Source: an optimization exercise on an open RTL-to-GDS flow (aim: small area, a short achievable clock period and few clock cycles). Production flows keep margins and buffers that such runs may drop.
Where RTL was checked, it was by simulation tests only, not by an equivalence proof against the original.
The RTL of run 2 was laid out without a check of its function.
Power figures rest on the tool's default switching activity, not on a simulated workload.

==> flow/design.v, too long to show whole: its modules and the start of the top module <==
// module systolic_ws_stream: 3914 lines
// module ws_booth_enc: 18 lines
// module ws_fa: 10 lines
// module ws_ha: 9 lines
module systolic_ws_stream (
    input  logic        clk,
    input  logic        rst,
    input  logic        start_i,
    input  logic        reuse_w_i,
    input  logic        w_valid_i,
    input  logic [31:0] w_data_i,
    output logic        w_ready_o,
    input  logic        a_valid_i,
    input  logic [31:0] a_data_i,
    input  logic        a_last_i,
    output logic        a_ready_o,
    output logic        o_valid_o,
    output logic [71:0] o_data_o,
    output logic        busy_o,
    output logic        done_o
);
  // ...
==> flow/flow/run.sh <==
#!/bin/bash
# Own layout flow: the standard ORFS flow (standard.sh, which also runs the
# standard synthesis unchanged), with one change: the buffers that ORFS puts on
# every input and output port are sky130_fd_sc_hd__buf_2 cells instead of the
# delay buffers it picks by default. Each make run logs to its own file here.
set -euo pipefail
bash standard.sh synth > synth.log 2>&1
bash standard.sh "BUFFER_PORTS_ARGS=-buffer_cell sky130_fd_sc_hd__buf_2" finish > layout.log 2>&1
==> flow/standard.sh <==
#!/bin/bash
# synth_recipe.tcl (not shown) runs the flow's synth.tcl, then flattens the netlist and writes it again
# the make line also repeats each setting of config.mk as NAME=value (left out here)
make -C /OpenROAD-flow-scripts/flow DESIGN_CONFIG=/design/flow/config.mk WORK_HOME=/design/flow/orfs CLKGATE_MAP_FILE= SYNTH_SCRIPT=/design/flow/synth_recipe.tcl "${@:-finish}"
==> flow/config.mk <==
export PLATFORM = sky130hd
export DESIGN_NAME = systolic_ws_stream
export DESIGN_NICKNAME = systolic_ws_stream
export VERILOG_FILES = /design/flow/design.v
export SDC_FILE = /design/flow/constraint.sdc
export NUM_CORES = 4
export LEC_CHECK = 0
export CAP_MARGIN = 20
export CORE_MARGIN = 2
export CORE_UTILIZATION = 40
export CTS_CLUSTER_DIAMETER = 120
export CTS_CLUSTER_SIZE = 25
export SETUP_SLACK_MARGIN = 4.55
export SLEW_MARGIN = 20
export SYNTH_HIERARCHICAL = 1
==> flow/constraint.sdc <==
create_clock -name core_clock -period 7.0 [get_ports {clk}]
set_input_delay 1.4000 -clock core_clock [delete_from_list [all_inputs] [get_ports {clk}]]
set_output_delay 1.4000 -clock core_clock [all_outputs]
set_load 0.01 [all_outputs]
==> summary.txt, run 1 <==
Final WS setup 4.46 ns; fraction of area in multi-input gates 54.0%; top-count cell post-synth dfxtp_1; Inst Count DP 4,601; DRT iter0 DRCs 2,716; ranking of synthesized cells by area dfxtp_1 28%, fa_1 25%, xnor2_1 12%; Seq cells 714; largest fanout on the critical path 2; final core area utilization 43.2%; WL/cell 24.9 um; DRT Pass-1 Iters 6; Inverters 84; Slew @ Worst Pin 1.02 ns; met3 WL 10,800 um; Tcrit/Tclk final 36.3%; Area Growth Syn to Fin 6.93%; min Tclk post-route 2.54 ns; Clock transition at path regs 0.10 ns; Leak 17.5 nW; met2 Use GR 35.2%; Biggest register wgt_q; Gate power share 0.4%; CORE AREA 102,000 sq um; status finished clean; Worst Setup EP a_ready_o; global-route wire length before repair 176,000 um; Slew Limit Fails 0; Non-Filler Instances 4,665
Testbench counts, summed over its fixed seeds: cycles 4,679.
==> run 2: changes to the inputs <==
--- a/flow/design.v
+++ b/flow/design.v
@@ -906,16 +906,17 @@
     logic c0s2_115;
     logic c0s2_116;
     logic c0s2_117;
     logic c0s2_118;
     logic c0s2_119;
     logic c0s2_120;
     logic c0s2_121;
     logic c0s2_122;
+    logic [8:0] c0Lo;
     ws_ha u_c0s2_1 (.a(cut1c0_p6_0_q), .b(cut1c0_p6_1_q), .s(c0s2_1), .co(c0s2_2));
     ws_fa u_c0s2_3 (.a(cut1c0_p7_0_q), .b(cut1c0_p7_1_q), .ci(cut1c0_p7_2_q), .s(c0s2_3), .co(c0s2_4));
     ws_ha u_c0s2_5 (.a(cut1c0_p7_3_q), .b(cut1c0_p7_4_q), .s(c0s2_5), .co(c0s2_6));
     ws_fa u_c0s2_7 (.a(cut1c0_p8_0_q), .b(cut1c0_p8_1_q), .ci(cut1c0_p8_2_q), .s(c0s2_7), .co(c0s2_8));
     ws_fa u_c0s2_9 (.a(cut1c0_p8_3_q), .b(cut1c0_p8_4_q), .ci(cut1c0_p8_5_q), .s(c0s2_9), .co(c0s2_10));
     ws_ha u_c0s2_11 (.a(cut1c0_p8_6_q), .b(cut1c0_p8_7_q), .s(c0s2_11), .co(c0s2_12));
     ws_fa u_c0s2_13 (.a(cut1c0_p9_0_q), .b(cut1c0_p9_1_q), .ci(cut1c0_p9_2_q), .s(c0s2_13), .co(c0s2_14));
     ws_ha u_c0s2_15 (.a(cut1c0_p9_3_q), .b(cut1c0_p9_4_q), .s(c0s2_15), .co(c0s2_16));
@@ -971,32 +972,27 @@
     ws_fa u_c0s2_107 (.a(c0s2_43), .b(c0s2_76), .ci(c0s2_77), .s(c0s2_107), .co(c0s2_108));
     ws_fa u_c0s2_109 (.a(c0s2_47), .b(c0s2_78), .ci(c0s2_79), .s(c0s2_109), .co(c0s2_110));
     ws_fa u_c0s2_111 (.a(c0s2_51), .b(c0s2_80), .ci(c0s2_81), .s(c0s2_111), .co(c0s2_112));
     ws_fa u_c0s2_113 (.a(c0s2_55), .b(c0s2_82), .ci(c0s2_83), .s(c0s2_113), .co(c0s2_114));
     ws_fa u_c0s2_115 (.a(c0s2_59), .b(c0s2_84), .ci(c0s2_85), .s(c0s2_115), .co(c0s2_116));
     ws_fa u_c0s2_117 (.a(c0s2_60), .b(c0s2_87), .ci(c0s2_86), .s(c0s2_117), .co(c0s2_118));
     ws_fa u_c0s2_119 (.a(c0s2_62), .b(c0s2_89), .ci(c0s2_88), .s(c0s2_119), .co(c0s2_120));
     ws_fa u_c0s2_121 (.a(cut1c0_p15_1_q), .b(c0s2_91), .ci(c0s2_90), .s(c0s2_121), .co(c0s2_122));
+    assign c0Lo = {1'b0, c0s2_104, c0s2_102, c0s2_100, c0s2_98, c0s2_96, c0s2_94, c0s2_93, cut1c0_p0_0_q} + {1'b0, c0s2_105, c0s2_103, c0s2_101, c0s2_99, c0s2_97, c0s2_95, cut1c0_p1_2_q, cut1c0_p0_1_q};
+    logic cut2c0_cin_q;
+    always_ff @(posedge clk) cut2c0_cin_q <= c0Lo[8];
     logic cut2c0_p0_0_q;
-    logic cut2c0_p0_1_q;
     logic cut2c0_p1_0_q;
-    logic cut2c0_p1_1_q;
     logic cut2c0_p2_0_q;
-    logic cut2c0_p2_1_q;
     logic cut2c0_p3_0_q;
-    logic cut2c0_p3_1_q;
     logic cut2c0_p4_0_q;
-    logic cut2c0_p4_1_q;
     logic cut2c0_p5_0_q;
-    logic cut2c0_p5_1_q;
     logic cut2c0_p6_0_q;
-    logic cut2c0_p6_1_q;
     logic cut2c0_p7_0_q;
-    logic cut2c0_p7_1_q;
     logic cut2c0_p8_0_q;
     logic cut2c0_p8_1_q;
     logic cut2c0_p9_0_q;
     logic cut2c0_p9_1_q;
     logic cut2c0_p10_0_q;
     logic cut2c0_p10_1_q;
     logic cut2c0_p11_0_q;
     logic cut2c0_p11_1_q;
@@ -1006,32 +1002,24 @@
     logic cut2c0_p13_1_q;
     logic cut2c0_p14_0_q;
     logic cut2c0_p14_1_q;
     logic cut2c0_p15_0_q;
     logic cut2c0_p15_1_q;
     logic cut2c0_p16_0_q;
     logic cut2c0_p16_1_q;
     always_ff @(posedge clk) begin
-        cut2c0_p0_0_q <= cut1c0_p0_0_q;
-        cut2c0_p0_1_q <= cut1c0_p0_1_q;
-        cut2c0_p1_0_q <= c0s2_93;
-        cut2c0_p1_1_q <= cut1c0_p1_2_q;
-        cut2c0_p2_0_q <= c0s2_94;
-        cut2c0_p2_1_q <= c0s2_95;
-        cut2c0_p3_0_q <= c0s2_96;
-        cut2c0_p3_1_q <= c0s2_97;
-        cut2c0_p4_0_q <= c0s2_98;
-        cut2c0_p4_1_q <= c0s2_99;
-        cut2c0_p5_0_q <= c0s2_100;
-        cut2c0_p5_1_q <= c0s2_101;
-        cut2c0_p6_0_q <= c0s2_102;
-        cut2c0_p6_1_q <= c0s2_103;
-        cut2c0_p7_0_q <= c0s2_104;
-        cut2c0_p7_1_q <= c0s2_105;
+        cut2c0_p0_0_q <= c0Lo[0];
+        cut2c0_p1_0_q <= c0Lo[1];
+        cut2c0_p2_0_q <= c0Lo[2];
+        cut2c0_p3_0_q <= c0Lo[3];
+        cut2c0_p4_0_q <= c0Lo[4];
+        cut2c0_p5_0_q <= c0Lo[5];
+        cut2c0_p6_0_q <= c0Lo[6];
+        cut2c0_p7_0_q <= c0Lo[7];
         cut2c0_p8_0_q <= c0s2_106;
         cut2c0_p8_1_q <= c0s2_107;
         cut2c0_p9_0_q <= c0s2_108;
         cut2c0_p9_1_q <= c0s2_109;
         cut2c0_p10_0_q <= c0s2_110;
         cut2c0_p10_1_q <= c0s2_111;
         cut2c0_p11_0_q <= c0s2_112;
         cut2c0_p11_1_q <= c0s2_113;
@@ -1854,16 +1842,17 @@
     logic c1s2_115;
     logic c1s2_116;
     logic c1s2_117;
     logic c1s2_118;
     logic c1s2_119;
     logic c1s2_120;
     logic c1s2_121;
     logic c1s2_122;
+    logic [8:0] c1Lo;
     ws_ha u_c1s2_1 (.a(cut1c1_p6_0_q), .b(cut1c1_p6_1_q), .s(c1s2_1), .co(c1s2_2));
     ws_fa u_c1s2_3 (.a(cut1c1_p7_0_q), .b(cut1c1_p7_1_q), .ci(cut1c1_p7_2_q), .s(c1s2_3), .co(c1s2_4));
     ws_ha u_c1s2_5 (.a(cut1c1_p7_3_q), .b(cut1c1_p7_4_q), .s(c1s2_5), .co(c1s2_6));
     ws_fa u_c1s2_7 (.a(cut1c1_p8_0_q), .b(cut1c1_p8_1_q), .ci(cut1c1_p8_2_q), .s(c1s2_7), .co(c1s2_8));
     ws_fa u_c1s2_9 (.a(cut1c1_p8_3_q), .b(cut1c1_p8_4_q), .ci(cut1c1_p8_5_q), .s(c1s2_9), .co(c1s2_10));
     ws_ha u_c1s2_11 (.a(cut1c1_p8_6_q), .b(cut1c1_p8_7_q), .s(c1s2_11), .co(c1s2_12));
     ws_fa u_c1s2_13 (.a(cut1c1_p9_0_q), .b(cut1c1_p9_1_q), .ci(cut1c1_p9_2_q), .s(c1s2_13), .co(c1s2_14));
     ws_ha u_c1s2_15 (.a(cut1c1_p9_3_q), .b(cut1c1_p9_4_q), .s(c1s2_15), .co(c1s2_16));
@@ -1919,32 +1908,27 @@
     ws_fa u_c1s2_107 (.a(c1s2_43), .b(c1s2_76), .ci(c1s2_77), .s(c1s2_107), .co(c1s2_108));
     ws_fa u_c1s2_109 (.a(c1s2_47), .b(c1s2_78), .ci(c1s2_79), .s(c1s2_109), .co(c1s2_110));
     ws_fa u_c1s2_111 (.a(c1s2_51), .b(c1s2_80), .ci(c1s2_81), .s(c1s2_111), .co(c1s2_112));
     ws_fa u_c1s2_113 (.a(c1s2_55), .b(c1s2_82), .ci(c1s2_83), .s(c1s2_113), .co(c1s2_114));
     ws_fa u_c1s2_115 (.a(c1s2_59), .b(c1s2_84), .ci(c1s2_85), .s(c1s2_115), .co(c1s2_116));
     ws_fa u_c1s2_117 (.a(c1s2_60), .b(c1s2_87), .ci(c1s2_86), .s(c1s2_117), .co(c1s2_118));
     ws_fa u_c1s2_119 (.a(c1s2_62), .b(c1s2_89), .ci(c1s2_88), .s(c1s2_119), .co(c1s2_120));
     ws_fa u_c1s2_121 (.a(cut1c1_p15_1_q), .b(c1s2_91), .ci(c1s2_90), .s(c1s2_121), .co(c1s2_122));
+    assign c1Lo = {1'b0, c1s2_104, c1s2_102, c1s2_100, c1s2_98, c1s2_96, c1s2_94, c1s2_93, cut1c1_p0_0_q} + {1'b0, c1s2_105, c1s2_103, c1s2_101, c1s2_99, c1s2_97, c1s2_95, cut1c1_p1_2_q, cut1c1_p0_1_q};
+    logic cut2c1_cin_q;
+    always_ff @(posedge clk) cut2c1_cin_q <= c1Lo[8];
     logic cut2c1_p0_0_q;
-    logic cut2c1_p0_1_q;
     logic cut2c1_p1_0_q;
-    logic cut2c1_p1_1_q;
     logic cut2c1_p2_0_q;
-    logic cut2c1_p2_1_q;
     logic cut2c1_p3_0_q;
-    logic cut2c1_p3_1_q;
     logic cut2c1_p4_0_q;
-    logic cut2c1_p4_1_q;
     logic cut2c1_p5_0_q;
-    logic cut2c1_p5_1_q;
     logic cut2c1_p6_0_q;
-    logic cut2c1_p6_1_q;
     logic cut2c1_p7_0_q;
-    logic cut2c1_p7_1_q;
     logic cut2c1_p8_0_q;
     logic cut2c1_p8_1_q;
     logic cut2c1_p9_0_q;
     logic cut2c1_p9_1_q;
     logic cut2c1_p10_0_q;
     logic cut2c1_p10_1_q;
     logic cut2c1_p11_0_q;
     logic cut2c1_p11_1_q;
@@ -1954,32 +1938,24 @@
     logic cut2c1_p13_1_q;
     logic cut2c1_p14_0_q;
     logic cut2c1_p14_1_q;
     logic cut2c1_p15_0_q;
     logic cut2c1_p15_1_q;
     logic cut2c1_p16_0_q;
     logic cut2c1_p16_1_q;
     always_ff @(posedge clk) begin
-        cut2c1_p0_0_q <= cut1c1_p0_0_q;
-        cut2c1_p0_1_q <= cut1c1_p0_1_q;
-        cut2c1_p1_0_q <= c1s2_93;
-        cut2c1_p1_1_q <= cut1c1_p1_2_q;
-        cut2c1_p2_0_q <= c1s2_94;
-        cut2c1_p2_1_q <= c1s2_95;
-        cut2c1_p3_0_q <= c1s2_96;
-        cut2c1_p3_1_q <= c1s2_97;
-        cut2c1_p4_0_q <= c1s2_98;
-        cut2c1_p4_1_q <= c1s2_99;
-        cut2c1_p5_0_q <= c1s2_100;
-        cut2c1_p5_1_q <= c1s2_101;
-        cut2c1_p6_0_q <= c1s2_102;
-        cut2c1_p6_1_q <= c1s2_103;
-        cut2c1_p7_0_q <= c1s2_104;
-        cut2c1_p7_1_q <= c1s2_105;
+        cut2c1_p0_0_q <= c1Lo[0];
+        cut2c1_p1_0_q <= c1Lo[1];
+        cut2c1_p2_0_q <= c1Lo[2];
+        cut2c1_p3_0_q <= c1Lo[3];
+        cut2c1_p4_0_q <= c1Lo[4];
+        cut2c1_p5_0_q <= c1Lo[5];
+        cut2c1_p6_0_q <= c1Lo[6];
+        cut2c1_p7_0_q <= c1Lo[7];
         cut2c1_p8_0_q <= c1s2_106;
         cut2c1_p8_1_q <= c1s2_107;
         cut2c1_p9_0_q <= c1s2_108;
         cut2c1_p9_1_q <= c1s2_109;
         cut2c1_p10_0_q <= c1s2_110;
         cut2c1_p10_1_q <= c1s2_111;
         cut2c1_p11_0_q <= c1s2_112;
         cut2c1_p11_1_q <= c1s2_113;
@@ -2802,16 +2778,17 @@
     logic c2s2_115;
     logic c2s2_116;
     logic c2s2_117;
     logic c2s2_118;
     logic c2s2_119;
     logic c2s2_120;
     logic c2s2_121;
     logic c2s2_122;
+    logic [8:0] c2Lo;
     ws_ha u_c2s2_1 (.a(cut1c2_p6_0_q), .b(cut1c2_p6_1_q), .s(c2s2_1), .co(c2s2_2));
     ws_fa u_c2s2_3 (.a(cut1c2_p7_0_q), .b(cut1c2_p7_1_q), .ci(cut1c2_p7_2_q), .s(c2s2_3), .co(c2s2_4));
     ws_ha u_c2s2_5 (.a(cut1c2_p7_3_q), .b(cut1c2_p7_4_q), .s(c2s2_5), .co(c2s2_6));
     ws_fa u_c2s2_7 (.a(cut1c2_p8_0_q), .b(cut1c2_p8_1_q), .ci(cut1c2_p8_2_q), .s(c2s2_7), .co(c2s2_8));
     ws_fa u_c2s2_9 (.a(cut1c2_p8_3_q), .b(cut1c2_p8_4_q), .ci(cut1c2_p8_5_q), .s(c2s2_9), .co(c2s2_10));
     ws_ha u_c2s2_11 (.a(cut1c2_p8_6_q), .b(cut1c2_p8_7_q), .s(c2s2_11), .co(c2s2_12));
     ws_fa u_c2s2_13 (.a(cut1c2_p9_0_q), .b(cut1c2_p9_1_q), .ci(cut1c2_p9_2_q), .s(c2s2_13), .co(c2s2_14));
     ws_ha u_c2s2_15 (.a(cut1c2_p9_3_q), .b(cut1c2_p9_4_q), .s(c2s2_15), .co(c2s2_16));
@@ -2867,32 +2844,27 @@
     ws_fa u_c2s2_107 (.a(c2s2_43), .b(c2s2_76), .ci(c2s2_77), .s(c2s2_107), .co(c2s2_108));
     ws_fa u_c2s2_109 (.a(c2s2_47), .b(c2s2_78), .ci(c2s2_79), .s(c2s2_109), .co(c2s2_110));
     ws_fa u_c2s2_111 (.a(c2s2_51), .b(c2s2_80), .ci(c2s2_81), .s(c2s2_111), .co(c2s2_112));
     ws_fa u_c2s2_113 (.a(c2s2_55), .b(c2s2_82), .ci(c2s2_83), .s(c2s2_113), .co(c2s2_114));
     ws_fa u_c2s2_115 (.a(c2s2_59), .b(c2s2_84), .ci(c2s2_85), .s(c2s2_115), .co(c2s2_116));
     ws_fa u_c2s2_117 (.a(c2s2_60), .b(c2s2_87), .ci(c2s2_86), .s(c2s2_117), .co(c2s2_118));
     ws_fa u_c2s2_119 (.a(c2s2_62), .b(c2s2_89), .ci(c2s2_88), .s(c2s2_119), .co(c2s2_120));
     ws_fa u_c2s2_121 (.a(cut1c2_p15_1_q), .b(c2s2_91), .ci(c2s2_90), .s(c2s2_121), .co(c2s2_122));
+    assign c2Lo = {1'b0, c2s2_104, c2s2_102, c2s2_100, c2s2_98, c2s2_96, c2s2_94, c2s2_93, cut1c2_p0_0_q} + {1'b0, c2s2_105, c2s2_103, c2s2_101, c2s2_99, c2s2_97, c2s2_95, cut1c2_p1_2_q, cut1c2_p0_1_q};
+    logic cut2c2_cin_q;
+    always_ff @(posedge clk) cut2c2_cin_q <= c2Lo[8];
     logic cut2c2_p0_0_q;
-    logic cut2c2_p0_1_q;
     logic cut2c2_p1_0_q;
-    logic cut2c2_p1_1_q;
     logic cut2c2_p2_0_q;
-    logic cut2c2_p2_1_q;
     logic cut2c2_p3_0_q;
-    logic cut2c2_p3_1_q;
     logic cut2c2_p4_0_q;
-    logic cut2c2_p4_1_q;
     logic cut2c2_p5_0_q;
-    logic cut2c2_p5_1_q;
     logic cut2c2_p6_0_q;
-    logic cut2c2_p6_1_q;
     logic cut2c2_p7_0_q;
-    logic cut2c2_p7_1_q;
     logic cut2c2_p8_0_q;
     logic cut2c2_p8_1_q;
     logic cut2c2_p9_0_q;
     logic cut2c2_p9_1_q;
     logic cut2c2_p10_0_q;
     logic cut2c2_p10_1_q;
     logic cut2c2_p11_0_q;
     logic cut2c2_p11_1_q;
@@ -2902,32 +2874,24 @@
     logic cut2c2_p13_1_q;
     logic cut2c2_p14_0_q;
     logic cut2c2_p14_1_q;
     logic cut2c2_p15_0_q;
     logic cut2c2_p15_1_q;
     logic cut2c2_p16_0_q;
     logic cut2c2_p16_1_q;
     always_ff @(posedge clk) begin
-        cut2c2_p0_0_q <= cut1c2_p0_0_q;
-        cut2c2_p0_1_q <= cut1c2_p0_1_q;
-        cut2c2_p1_0_q <= c2s2_93;
-        cut2c2_p1_1_q <= cut1c2_p1_2_q;
-        cut2c2_p2_0_q <= c2s2_94;
-        cut2c2_p2_1_q <= c2s2_95;
-        cut2c2_p3_0_q <= c2s2_96;
-        cut2c2_p3_1_q <= c2s2_97;
-        cut2c2_p4_0_q <= c2s2_98;
-        cut2c2_p4_1_q <= c2s2_99;
-        cut2c2_p5_0_q <= c2s2_100;
-        cut2c2_p5_1_q <= c2s2_101;
-        cut2c2_p6_0_q <= c2s2_102;
-        cut2c2_p6_1_q <= c2s2_103;
-        cut2c2_p7_0_q <= c2s2_104;
-        cut2c2_p7_1_q <= c2s2_105;
+        cut2c2_p0_0_q <= c2Lo[0];
+        cut2c2_p1_0_q <= c2Lo[1];
+        cut2c2_p2_0_q <= c2Lo[2];
+        cut2c2_p3_0_q <= c2Lo[3];
+        cut2c2_p4_0_q <= c2Lo[4];
+        cut2c2_p5_0_q <= c2Lo[5];
+        cut2c2_p6_0_q <= c2Lo[6];
+        cut2c2_p7_0_q <= c2Lo[7];
         cut2c2_p8_0_q <= c2s2_106;
         cut2c2_p8_1_q <= c2s2_107;
         cut2c2_p9_0_q <= c2s2_108;
         cut2c2_p9_1_q <= c2s2_109;
         cut2c2_p10_0_q <= c2s2_110;
         cut2c2_p10_1_q <= c2s2_111;
         cut2c2_p11_0_q <= c2s2_112;
         cut2c2_p11_1_q <= c2s2_113;
@@ -3750,16 +3714,17 @@
     logic c3s2_115;
     logic c3s2_116;
     logic c3s2_117;
     logic c3s2_118;
     logic c3s2_119;
     logic c3s2_120;
     logic c3s2_121;
     logic c3s2_122;
+    logic [8:0] c3Lo;
     ws_ha u_c3s2_1 (.a(cut1c3_p6_0_q), .b(cut1c3_p6_1_q), .s(c3s2_1), .co(c3s2_2));
     ws_fa u_c3s2_3 (.a(cut1c3_p7_0_q), .b(cut1c3_p7_1_q), .ci(cut1c3_p7_2_q), .s(c3s2_3), .co(c3s2_4));
     ws_ha u_c3s2_5 (.a(cut1c3_p7_3_q), .b(cut1c3_p7_4_q), .s(c3s2_5), .co(c3s2_6));
     ws_fa u_c3s2_7 (.a(cut1c3_p8_0_q), .b(cut1c3_p8_1_q), .ci(cut1c3_p8_2_q), .s(c3s2_7), .co(c3s2_8));
     ws_fa u_c3s2_9 (.a(cut1c3_p8_3_q), .b(cut1c3_p8_4_q), .ci(cut1c3_p8_5_q), .s(c3s2_9), .co(c3s2_10));
     ws_ha u_c3s2_11 (.a(cut1c3_p8_6_q), .b(cut1c3_p8_7_q), .s(c3s2_11), .co(c3s2_12));
     ws_fa u_c3s2_13 (.a(cut1c3_p9_0_q), .b(cut1c3_p9_1_q), .ci(cut1c3_p9_2_q), .s(c3s2_13), .co(c3s2_14));
     ws_ha u_c3s2_15 (.a(cut1c3_p9_3_q), .b(cut1c3_p9_4_q), .s(c3s2_15), .co(c3s2_16));
@@ -3815,32 +3780,27 @@
     ws_fa u_c3s2_107 (.a(c3s2_43), .b(c3s2_76), .ci(c3s2_77), .s(c3s2_107), .co(c3s2_108));
     ws_fa u_c3s2_109 (.a(c3s2_47), .b(c3s2_78), .ci(c3s2_79), .s(c3s2_109), .co(c3s2_110));
     ws_fa u_c3s2_111 (.a(c3s2_51), .b(c3s2_80), .ci(c3s2_81), .s(c3s2_111), .co(c3s2_112));
     ws_fa u_c3s2_113 (.a(c3s2_55), .b(c3s2_82), .ci(c3s2_83), .s(c3s2_113), .co(c3s2_114));
     ws_fa u_c3s2_115 (.a(c3s2_59), .b(c3s2_84), .ci(c3s2_85), .s(c3s2_115), .co(c3s2_116));
     ws_fa u_c3s2_117 (.a(c3s2_60), .b(c3s2_87), .ci(c3s2_86), .s(c3s2_117), .co(c3s2_118));
     ws_fa u_c3s2_119 (.a(c3s2_62), .b(c3s2_89), .ci(c3s2_88), .s(c3s2_119), .co(c3s2_120));
     ws_fa u_c3s2_121 (.a(cut1c3_p15_1_q), .b(c3s2_91), .ci(c3s2_90), .s(c3s2_121), .co(c3s2_122));
+    assign c3Lo = {1'b0, c3s2_104, c3s2_102, c3s2_100, c3s2_98, c3s2_96, c3s2_94, c3s2_93, cut1c3_p0_0_q} + {1'b0, c3s2_105, c3s2_103, c3s2_101, c3s2_99, c3s2_97, c3s2_95, cut1c3_p1_2_q, cut1c3_p0_1_q};
+    logic cut2c3_cin_q;
+    always_ff @(posedge clk) cut2c3_cin_q <= c3Lo[8];
     logic cut2c3_p0_0_q;
-    logic cut2c3_p0_1_q;
     logic cut2c3_p1_0_q;
-    logic cut2c3_p1_1_q;
     logic cut2c3_p2_0_q;
-    logic cut2c3_p2_1_q;
     logic cut2c3_p3_0_q;
-    logic cut2c3_p3_1_q;
     logic cut2c3_p4_0_q;
-    logic cut2c3_p4_1_q;
     logic cut2c3_p5_0_q;
-    logic cut2c3_p5_1_q;
     logic cut2c3_p6_0_q;
-    logic cut2c3_p6_1_q;
     logic cut2c3_p7_0_q;
-    logic cut2c3_p7_1_q;
     logic cut2c3_p8_0_q;
     logic cut2c3_p8_1_q;
     logic cut2c3_p9_0_q;
     logic cut2c3_p9_1_q;
     logic cut2c3_p10_0_q;
     logic cut2c3_p10_1_q;
     logic cut2c3_p11_0_q;
     logic cut2c3_p11_1_q;
@@ -3850,32 +3810,24 @@
     logic cut2c3_p13_1_q;
     logic cut2c3_p14_0_q;
     logic cut2c3_p14_1_q;
     logic cut2c3_p15_0_q;
     logic cut2c3_p15_1_q;
     logic cut2c3_p16_0_q;
     logic cut2c3_p16_1_q;
     always_ff @(posedge clk) begin
-        cut2c3_p0_0_q <= cut1c3_p0_0_q;
-        cut2c3_p0_1_q <= cut1c3_p0_1_q;
-        cut2c3_p1_0_q <= c3s2_93;
-        cut2c3_p1_1_q <= cut1c3_p1_2_q;
-        cut2c3_p2_0_q <= c3s2_94;
-        cut2c3_p2_1_q <= c3s2_95;
-        cut2c3_p3_0_q <= c3s2_96;
-        cut2c3_p3_1_q <= c3s2_97;
-        cut2c3_p4_0_q <= c3s2_98;
-        cut2c3_p4_1_q <= c3s2_99;
-        cut2c3_p5_0_q <= c3s2_100;
-        cut2c3_p5_1_q <= c3s2_101;
-        cut2c3_p6_0_q <= c3s2_102;
-        cut2c3_p6_1_q <= c3s2_103;
-        cut2c3_p7_0_q <= c3s2_104;
-        cut2c3_p7_1_q <= c3s2_105;
+        cut2c3_p0_0_q <= c3Lo[0];
+        cut2c3_p1_0_q <= c3Lo[1];
+        cut2c3_p2_0_q <= c3Lo[2];
+        cut2c3_p3_0_q <= c3Lo[3];
+        cut2c3_p4_0_q <= c3Lo[4];
+        cut2c3_p5_0_q <= c3Lo[5];
+        cut2c3_p6_0_q <= c3Lo[6];
+        cut2c3_p7_0_q <= c3Lo[7];
         cut2c3_p8_0_q <= c3s2_106;
         cut2c3_p8_1_q <= c3s2_107;
         cut2c3_p9_0_q <= c3s2_108;
         cut2c3_p9_1_q <= c3s2_109;
         cut2c3_p10_0_q <= c3s2_110;
         cut2c3_p10_1_q <= c3s2_111;
         cut2c3_p11_0_q <= c3s2_112;
         cut2c3_p11_1_q <= c3s2_113;
@@ -3887,30 +3839,30 @@
         cut2c3_p14_1_q <= c3s2_119;
         cut2c3_p15_0_q <= c3s2_120;
         cut2c3_p15_1_q <= c3s2_121;
         cut2c3_p16_0_q <= c3s2_122;
         cut2c3_p16_1_q <= c3s2_92;
     end
     logic [17:0] c0X, c0Y, c0S;
     assign c0X = {1'b1, cut2c0_p16_0_q, cut2c0_p15_0_q, cut2c0_p14_0_q, cut2c0_p13_0_q, cut2c0_p12_0_q, cut2c0_p11_0_q, cut2c0_p10_0_q, cut2c0_p9_0_q, cut2c0_p8_0_q, cut2c0_p7_0_q, cut2c0_p6_0_q, cut2c0_p5_0_q, cut2c0_p4_0_q, cut2c0_p3_0_q, cut2c0_p2_0_q, cut2c0_p1_0_q, cut2c0_p0_0_q};
-    assign c0Y = {1'b0, cut2c0_p16_1_q, cut2c0_p15_1_q, cut2c0_p14_1_q, cut2c0_p13_1_q, cut2c0_p12_1_q, cut2c0_p11_1_q, cut2c0_p10_1_q, cut2c0_p9_1_q, cut2c0_p8_1_q, cut2c0_p7_1_q, cut2c0_p6_1_q, cut2c0_p5_1_q, cut2c0_p4_1_q, cut2c0_p3_1_q, cut2c0_p2_1_q, cut2c0_p1_1_q, cut2c0_p0_1_q};
-    assign c0S = c0X + c0Y;
+    assign c0Y = {1'b0, cut2c0_p16_1_q, cut2c0_p15_1_q, cut2c0_p14_1_q, cut2c0_p13_1_q, cut2c0_p12_1_q, cut2c0_p11_1_q, cut2c0_p10_1_q, cut2c0_p9_1_q, cut2c0_p8_1_q, 1'b0, 1'b0, 1'b0, 1'b0, 1'b0, 1'b0, 1'b0, 1'b0};
+    assign c0S = {c0X[17:8] + c0Y[17:8] + {9'd0, cut2c0_cin_q}, c0X[7:0]};
     logic [17:0] c1X, c1Y, c1S;
     assign c1X = {1'b1, cut2c1_p16_0_q, cut2c1_p15_0_q, cut2c1_p14_0_q, cut2c1_p13_0_q, cut2c1_p12_0_q, cut2c1_p11_0_q, cut2c1_p10_0_q, cut2c1_p9_0_q, cut2c1_p8_0_q, cut2c1_p7_0_q, cut2c1_p6_0_q, cut2c1_p5_0_q, cut2c1_p4_0_q, cut2c1_p3_0_q, cut2c1_p2_0_q, cut2c1_p1_0_q, cut2c1_p0_0_q};
-    assign c1Y = {1'b0, cut2c1_p16_1_q, cut2c1_p15_1_q, cut2c1_p14_1_q, cut2c1_p13_1_q, cut2c1_p12_1_q, cut2c1_p11_1_q, cut2c1_p10_1_q, cut2c1_p9_1_q, cut2c1_p8_1_q, cut2c1_p7_1_q, cut2c1_p6_1_q, cut2c1_p5_1_q, cut2c1_p4_1_q, cut2c1_p3_1_q, cut2c1_p2_1_q, cut2c1_p1_1_q, cut2c1_p0_1_q};
-    assign c1S = c1X + c1Y;
+    assign c1Y = {1'b0, cut2c1_p16_1_q, cut2c1_p15_1_q, cut2c1_p14_1_q, cut2c1_p13_1_q, cut2c1_p12_1_q, cut2c1_p11_1_q, cut2c1_p10_1_q, cut2c1_p9_1_q, cut2c1_p8_1_q, 1'b0, 1'b0, 1'b0, 1'b0, 1'b0, 1'b0, 1'b0, 1'b0};
+    assign c1S = {c1X[17:8] + c1Y[17:8] + {9'd0, cut2c1_cin_q}, c1X[7:0]};
     logic [17:0] c2X, c2Y, c2S;
     assign c2X = {1'b1, cut2c2_p16_0_q, cut2c2_p15_0_q, cut2c2_p14_0_q, cut2c2_p13_0_q, cut2c2_p12_0_q, cut2c2_p11_0_q, cut2c2_p10_0_q, cut2c2_p9_0_q, cut2c2_p8_0_q, cut2c2_p7_0_q, cut2c2_p6_0_q, cut2c2_p5_0_q, cut2c2_p4_0_q, cut2c2_p3_0_q, cut2c2_p2_0_q, cut2c2_p1_0_q, cut2c2_p0_0_q};
-    assign c2Y = {1'b0, cut2c2_p16_1_q, cut2c2_p15_1_q, cut2c2_p14_1_q, cut2c2_p13_1_q, cut2c2_p12_1_q, cut2c2_p11_1_q, cut2c2_p10_1_q, cut2c2_p9_1_q, cut2c2_p8_1_q, cut2c2_p7_1_q, cut2c2_p6_1_q, cut2c2_p5_1_q, cut2c2_p4_1_q, cut2c2_p3_1_q, cut2c2_p2_1_q, cut2c2_p1_1_q, cut2c2_p0_1_q};
-    assign c2S = c2X + c2Y;
+    assign c2Y = {1'b0, cut2c2_p16_1_q, cut2c2_p15_1_q, cut2c2_p14_1_q, cut2c2_p13_1_q, cut2c2_p12_1_q, cut2c2_p11_1_q, cut2c2_p10_1_q, cut2c2_p9_1_q, cut2c2_p8_1_q, 1'b0, 1'b0, 1'b0, 1'b0, 1'b0, 1'b0, 1'b0, 1'b0};
+    assign c2S = {c2X[17:8] + c2Y[17:8] + {9'd0, cut2c2_cin_q}, c2X[7:0]};
     logic [17:0] c3X, c3Y, c3S;
     assign c3X = {1'b1, cut2c3_p16_0_q, cut2c3_p15_0_q, cut2c3_p14_0_q, cut2c3_p13_0_q, cut2c3_p12_0_q, cut2c3_p11_0_q, cut2c3_p10_0_q, cut2c3_p9_0_q, cut2c3_p8_0_q, cut2c3_p7_0_q, cut2c3_p6_0_q, cut2c3_p5_0_q, cut2c3_p4_0_q, cut2c3_p3_0_q, cut2c3_p2_0_q, cut2c3_p1_0_q, cut2c3_p0_0_q};
-    assign c3Y = {1'b0, cut2c3_p16_1_q, cut2c3_p15_1_q, cut2c3_p14_1_q, cut2c3_p13_1_q, cut2c3_p12_1_q, cut2c3_p11_1_q, cut2c3_p10_1_q, cut2c3_p9_1_q, cut2c3_p8_1_q, cut2c3_p7_1_q, cut2c3_p6_1_q, cut2c3_p5_1_q, cut2c3_p4_1_q, cut2c3_p3_1_q, cut2c3_p2_1_q, cut2c3_p1_1_q, cut2c3_p0_1_q};
-    assign c3S = c3X + c3Y;
+    assign c3Y = {1'b0, cut2c3_p16_1_q, cut2c3_p15_1_q, cut2c3_p14_1_q, cut2c3_p13_1_q, cut2c3_p12_1_q, cut2c3_p11_1_q, cut2c3_p10_1_q, cut2c3_p9_1_q, cut2c3_p8_1_q, 1'b0, 1'b0, 1'b0, 1'b0, 1'b0, 1'b0, 1'b0, 1'b0};
+    assign c3S = {c3X[17:8] + c3Y[17:8] + {9'd0, cut2c3_cin_q}, c3X[7:0]};
     logic [71:0] oData_q;
     always_ff @(posedge clk) begin
         oData_q <= {c3S, c2S, c1S, c0S};
     end
     assign o_data_o = oData_q;
 endmodule
 module ws_booth_enc (
     input  logic [7:0] a,
--- a/flow/config.mk
+++ b/flow/config.mk
@@ -5,11 +5,11 @@
 export SDC_FILE = /design/flow/constraint.sdc
 export NUM_CORES = 4
 export LEC_CHECK = 0
 export CAP_MARGIN = 20
 export CORE_MARGIN = 2
 export CORE_UTILIZATION = 40
 export CTS_CLUSTER_DIAMETER = 120
 export CTS_CLUSTER_SIZE = 25
-export SETUP_SLACK_MARGIN = 4.55
+export SETUP_SLACK_MARGIN = 4.47
 export SLEW_MARGIN = 20
 export SYNTH_HIERARCHICAL = 1
==> summary.txt, run 2 <==
H-tree depth 2; #FFs+latches synth 686; largest net degree at the start of global routing 129; worst path required time 7.51 ns; total number of vias 24,500; met3 Use GR 4.60%; share of the synthesized area in the top cell type 27.3%; area leader, netlist dfxtp_1; DRT Pass-1 Iters 6 (unchanged); GR met1 Demand/Resource 29.7%; Post-Syn Area per Cell 12.4 sq um; maximum clock path buffer count 3; CP cell instances ha_1 -> fa_2 -> fa_1 -> fa_1 -> ha_2 -> or3_1 -> a211oi_2 -> a21oi_1; RSZ-0062 raised after global routing yes; max_slew headroom 32.9%; Area Growth Syn to Fin 7.04% (about the same); Post-DP HPWL 72,300 um; Worst Skew 0.0372 ns; CORE AREA 98,700 sq um (-3.3%); # clock sinks 686; Hold Slack 0.334 ns; Final WS setup 4.33 ns (-0.132 ns); Design Area, Final 42,700 sq um; worst hold path type register to register; I/O Buffers 147; power density cells 151 nW/um^2; Seq/Total Area, Yosys 37.8%; setup_tns 0 ns; most frequent cells in the layout 542 x xnor2_1, 516 x fa_1, 496 x dfxtp_1; Synth top cells by count 544 x dfxtp_1, 542 x xnor2_1, 520 x fa_1; Final Hold Vio Count 0; Area after DPL 41,100 sq um; Primary FF master, synth dfxtp_1; top-count cell post-synth dfxtp_1; Site Rows 115; ranking of synthesized cells by area dfxtp_1 27%, fa_1 26%, xnor2_1 12%; DRT antenna net count 0; cell mode on critical path fa_1; total track usage 21.6%; global-route wire length before repair 167,000 um (-5.1%); DRC violations left 0; share of cells above drive strength 1 10.3%; CP peak stage delay 0.50 ns; GRT overflow 0; hold bufs inserted after CTS 0; Chip Height 320 um; routability cong. 0.844; vias in the first global route 26,100; Critical Path Source Type register; peak supply drop 0.123 mV; max-capacitance violation count 0; io pins 148; largest fanout on the critical path 2 (unchanged); Tcrit/Tclk final 38.2% (+1.9 points); drt via density 5.53; min Tclk post-route 2.67 ns (+0.132 ns); WL/cell 24.7 um (-0.75%); syn nets 3,933; Leak 16.9 nW (-3.2%); most common cell after layout, fill and taps aside xnor2_1; worst skew pair latency 0.62 ns; Inst Count DP 4,368 (-5.1%); final wirelength 110,000 um; initial antenna violation count 9; DRT iter0 DRCs 2,496 (-8.1%); Top Registers wgt_q: 128 flops, oData_q: 72 flops; Slew Limit Fails 0 (unchanged); Largest register FFs 128; Post-Synthesis Cells 3,221; Initial Utilization 40.4%; fmax 374 MHz; ys async rst share 2.04%; Die Span X 320 um; Non-Filler Instances 4,434 (-5.0%); CP max stage cell fa_1; Die ar. 102,000 sq um; Most Crowded Layer GR met2; final setup vio count 0; CTS tree built; crit end category register; Biggest register wgt_q; Ys Warns 19; Post-synth EDFFs 128; status finished clean; Arr. time, crit path 3.18 ns; Worst Hold Path Cells 0; met2 Use GR 34.0% (-1.1 points); Clock transition at path regs 0.10 ns (about the same); Layout Nets 3,835; clock root buffer clkbuf_16; pre-CTS WS 4.24 ns; cts bufs inserted 34; Synth cell types 51; kind of critical path register to register; Slew @ Worst Pin 1.01 ns (-0.0180 ns); cell area after synthesis 39,900 sq um; cell depth of the worst flop-to-flop path 8
==> run 2: cell count changes in the layout (fill, tap and decap cells not counted), moves of 14 or more <==
cell,before,now
a21oi_1,55,24
buf_2,106,146
dfxtp_2,51,18
ha_4,0,15
buf_6,65,12
o21ai_0,104,77
inv_1,83,97
ha_1,124,104
nand2_1,105,91
==> run 2: area by class of cell <==
cell class                      instances  area (sq um)
Antenna cell                            3          7.51
Tap cell                             1287          1610
Clock inverter                          5          65.1
Inverter                               98           372
Sequential cell                       686         15200
Clock buffer                           52          1000
Multi-Input combinational cell       2126         23400
Timing Repair Buffer                  177          1070
Fill cell                            9153         56000
==> run 2: report_power, final <==
| group | switching, mW | internal (mW) | leakage [nW] | total (mW) |
|---|---|---|---|---|
| sequential | 0 | 3.99 | 5.75 | 3.99 |
| clock | 1.36 | 1.05 | 0.520 | 2.41 |
| combinational | 0.0125 | 0.0137 | 10.6 | 0.0263 |
| total | 1.37 | 5.06 | 16.9 | 6.43 |
==> run 2: critical path: cells and delay by family (launching register included) <==
family          cells  cell delay (ns)
compound gates      2             0.20
fa+ha+maj           5             1.74
flops               1             0.31
simple gates        1             0.31
==> run 2: kinds of logic (layout without fill, tap and decap cells) <==
logic type / after synthesis / after routing / synth area share, %
muxes: 1 / 1 / 0.0282
adders and majority gates: 641 / 641 / 29.9
buffers and inverters: 409 / 332 / 4.48
other: 0 / 3 / 0
and+or+nand+nor: 218 / 218 / 2.72
xor gates and xnor gates: 636 / 636 / 14.0
AOI/OAI and AO/OA: 630 / 630 / 11.1
DFF: 686 / 686 / 37.8
==> run 2: path summary, 6_finish.rpt <==
path	startpoint	endpoint	slack [ns]
max	cut1c3_p6_0_q	cut2c3_cin_q	4.33
min reg2reg	cut2c2_p1_0_q	oData_q[37]	0.33
max in group asynchronous	rst	wRdy_q	5.80
min in group asynchronous	rst	wCnt_q[0]	0.82
min	cut2c2_p1_0_q	oData_q[37]	0.33
max reg2reg	cut1c3_p6_0_q	cut2c3_cin_q	4.33
==> run 2: Yosys stat by module (local to each module, per instance) <==
module / cells / flip-flops and latches / copies in the design
systolic_ws_stream: 2597 / 686 / 1
ws_booth_enc: 18 / 0 / 4
ws_fa: 1 / 0 / 508
ws_ha: 1 / 0 / 44
==> run 2: metrics by stage <==
step                util (%)  total power, mW
floorplan                  -             4.10
global placement        41.7             4.12
detailed placement      41.7             4.12
CTS                     43.0             6.52
global route            43.3             6.65
finish                  43.3             6.43
==> run 2: what timing repair did <==
action                     in CTS  in global routing
setup buffers                   2                  4
setup endpoints to repair     215                 58
pin swaps                       8                 22
resized for setup              51                 47
==> run 2: metal layers <==
layer,vias up,wire length (um)
met1,12600,45600
met5,-,0
met4,0,3660
met2,1197,50400
met3,197,10000
li1,10500,-

[port drivers added, routing unchanged]
The flow's constraints put no driver on any port. The routed layouts listed below were extracted and timed again, unchanged, in two steps. Step 1 (the two cells are an assumption about what drives the block):
set clk [get_ports {clk}]
set_driving_cell -lib_cell sky130_fd_sc_hd__clkbuf_16 $clk
set_driving_cell -lib_cell sky130_fd_sc_hd__buf_2 [delete_from_list [all_inputs] $clk]
Step 2 moves the port delays by t, midway between the first and last clock arrival at a register: inputs arrive t later, outputs are due t later. That takes back most of the time a late clock gives input paths. Three values: no drivers, after step 1, after step 2; two values: the first two.
run | t (ns) | setup WS [ns] | worst hold slack (ns) | worst slew at a driven data input, ns | cell pins on the clock port's net
run 1 | 0.666 | 4.458 / 4.394 / 4.222 | 0.333 / 0.333 / 0.333 | 0.16 | 1
run 2 | 0.668 | 4.326 / 4.326 / 4.277 | 0.334 / 0.334 / 0.334 | 0.10 | 1
After both steps every run listed still meets setup and hold. For run 1, which loses most, drivers alone change the setup slack by -0.064 ns; drivers and shift together by -0.236 ns.
